Background: an optimization exercise with open tools, aiming at small area. Do not read the settings as production practice.
Only simulation tests tie the RTL to the original design; equivalence was not proved.
No activity file was given, so power comes from the tool's default toggle rates.

== v17 ==
==> flow/design.v (excerpt) <==
module wb_stage_regfile (
    input  logic                CLK,
    input  logic                rst_n,
    input  logic [31:0]         PC_O,
    input  logic                Reg_Wr_En_O,
    input  logic [4:0]          mem_wb_rd,
    input  logic [31:0]         result_O,
    input  logic [1:0]          Src_to_Reg_O,
    input  logic [31:0]         DMEM_O,
    input  logic                wb_valid,
    input  logic [4:0]          rs1_addr,
    input  logic [4:0]          rs2_addr,
    output logic [31:0]         rs1_data,
    output logic [31:0]         rs2_data,
    output logic [31:0]         wb_data,
    output logic [4:0]          wb_rd,
    output logic                wb_we,
    output logic [63:0]         instret
);
    logic [31:0] regs [1:31];
    logic [31:0] regs_d [1:31];
    logic [31:1] vld;
    logic [31:0] sel_data;
    logic        eff_we;
    logic [63:0] instret_q;
    logic [31:1] row_we, row_we_n, sel1, sel2;
    always_comb begin
        case (Src_to_Reg_O)
            2'b00:   sel_data = result_O;
            2'b01:   sel_data = DMEM_O;
            2'b10:   sel_data = PC_O + 32'd4;
            default: sel_data = '0;
        endcase
    end
    assign eff_we  = rst_n & Reg_Wr_En_O & wb_valid & (mem_wb_rd != 5'd0);
    assign wb_data = sel_data;
    assign wb_we   = eff_we;
    assign wb_rd   = mem_wb_rd;
    assign instret = instret_q;
    always_comb
        for (int i = 1; i < 32; i++) begin
            row_we[i]   = eff_we && mem_wb_rd == i[4:0];
            row_we_n[i] = ~row_we[i];
            sel1[i]     = vld[i] && rs1_addr == i[4:0];
            sel2[i]     = vld[i] && rs2_addr == i[4:0];
        end
    for (genvar i = 1; i < 32; i++) begin : g_row
        for (genvar b = 0; b < 32; b++) begin : g_bit
            rf_hold u_hold (.en(row_we[i]), .en_n(row_we_n[i]), .w(sel_data[b]), .q(regs[i][b]), .d(regs_d[i][b]));
        end
    end
    always_ff @(posedge CLK) begin
        for (int i = 1; i < 32; i++) regs[i] <= regs_d[i];
    end
  ...
Settings: LEC_CHECK=0, CAP_MARGIN=20, CORE_MARGIN=2, CORE_UTILIZATION=30, GPL_TIMING_DRIVEN=0, PLACE_DENSITY=0.5, SETUP_SLACK_MARGIN=0.3, SLEW_MARGIN=20, SYNTH_HIERARCHICAL=1; clock period 6.0 ns.
standard.sh (not shown) runs the stock make flow with config.mk's settings and CLKGATE_MAP_FILE= SYNTH_SCRIPT=/design/flow/synth_recipe.tcl, a recipe that flattens the netlist after the stock synthesis.
==> flow/flow/run.sh <==
#!/bin/bash
# Own flow: the standard layout, with smaller port buffers and a clock tree
# built from mid-size buffers without dummy loads. make's output goes to
# standard.log; ORFS keeps each step's log under orfs/logs.
bash standard.sh finish \
  BUFFER_PORTS_ARGS="-buffer_cell sky130_fd_sc_hd__buf_1" \
  CTS_ARGS="-sink_clustering_enable -repair_clock_nets -dont_use_dummy_load -buf_list sky130_fd_sc_hd__clkbuf_4 -sink_clustering_size 10 -sink_clustering_max_diameter 40" \
  > standard.log 2>&1
v17 finished end to end and its layout was clean on timing, DRC and antenna.
What v52 does differently from v17 at the input level:
- clearing GPL_TIMING_DRIVEN, which used to be 0
--- outcome ---
v52: full flow OK, the timing, design-rule and antenna checks passed. Taking v17 as the reference point, the part of the power in registers of v52 rises by 0.8 points. Comparing v52 with v17, the part of the cycle the worst path needs came out essentially unchanged. The synthesized cell count was comparable across v17 and v52. v52 against v17: count of clock-buffer cells in the layout has decreased, fraction of area in registers has increased.
diff inputs: v52 => v44
- a change of CAP_MARGIN from 20 to 5
- a change of SLEW_MARGIN from 20 to 5
==> comparison <==
- v44: full flow OK, the timing, design-rule and antenna checks passed
- There was hardly any difference in power density over the cells between v44 and v52.
- On period utilization: between v44 and v52, it ends up lower for v52.
- As far as clock share of power is concerned, v44 and v52 perform about the same.
- On detailed-route wire length per cell, v44 and v52 are basically level.
- v44: maximum frequency lower than v52
- v44 vs v52: first-pass detailed-route iteration total down
- Diff v52 -> v44: overall routed net length ~0 delta, setup slack went down by 0.068 ns.
Edits applied to the flow inputs when going from v44 to v49:
- swapping 5 for 20 in CAP_MARGIN
- swapping 5 for 20 in SLEW_MARGIN
- swapping 0.3 for 0.05 in SETUP_SLACK_MARGIN
[summary]
- No stage failed in v49, and the final checks on the layout all came back clean.
- There was hardly any difference in power between v49 and v44.
- Against v44, v49 comes in 0.99% lower on fmax.
- As far as total number of vias is concerned, v44 and v49 perform about the same.
#### Input delta (v5 over v49)
- SETUP_SLACK_MARGIN now 0.3, was 0.05
- PLACE_DENSITY now 0.7, was 0.5
- CORE_UTILIZATION now 40, was 30
==> comparison <==
Taking v49 as the reference, in v5 maximum vdd ir drop went down by about 19%; final area went down by 1.7%; delay of the slowest critical-path stage went up by 0.04 ns; global-route usage went up by 5.5 points; cell count went down by 8.1%. From v49 to v5 the numbers moved as follows: wire length of the first global-routing pass shrank by 8.2%, register-to-register slack grew by 0.14 ns.

[static timing again, ports no longer ideal]
In the flow no input, the clock included, has a driving cell. The finished layouts below were timed again as built, in two steps.
Step 1 sets driving cells, clkbuf_16 on the clock port and buf_2 on the other inputs (assumed; they add their load-dependent delay and slew).
Step 2 also shifts input and output timing later by t, the mid clock arrival at the registers, as if the neighbouring blocks saw the same clock.
Slacks: ideal / step 1 / step 2; pairs: ideal / step 1.
| run | t, ns | slack for setup (ns) | clock arrival spread, ns | slew at the worst register clock pin (ns) | worst data-port slew with drivers (ns) |
|---|---|---|---|---|---|
| v17 | 1.244 | 0.308 / 0.285 / 0.285 | 0.195 / 0.195 | 0.12 / 0.12 | 0.20 |
| v52 | 1.262 | 0.314 / 0.122 / 0.122 | 0.113 / 0.113 | 0.12 / 0.12 | 0.21 |
| v44 | 1.268 | 0.245 / 0.059 / 0.059 | 0.110 / 0.111 | 0.12 / 0.12 | 0.21 |
| v49 | 1.266 | 0.187 / 0.155 / 0.155 | 0.111 / 0.112 | 0.12 / 0.12 | 0.22 |
| v5 | 1.142 | 0.461 / 0.327 / 0.327 | 0.199 / 0.198 | 0.12 / 0.12 | 0.26 |
After both steps setup and hold are still met in every run listed. For v52, which loses most, drivers alone change the setup slack by -0.192 ns; drivers and shift together by -0.192 ns.
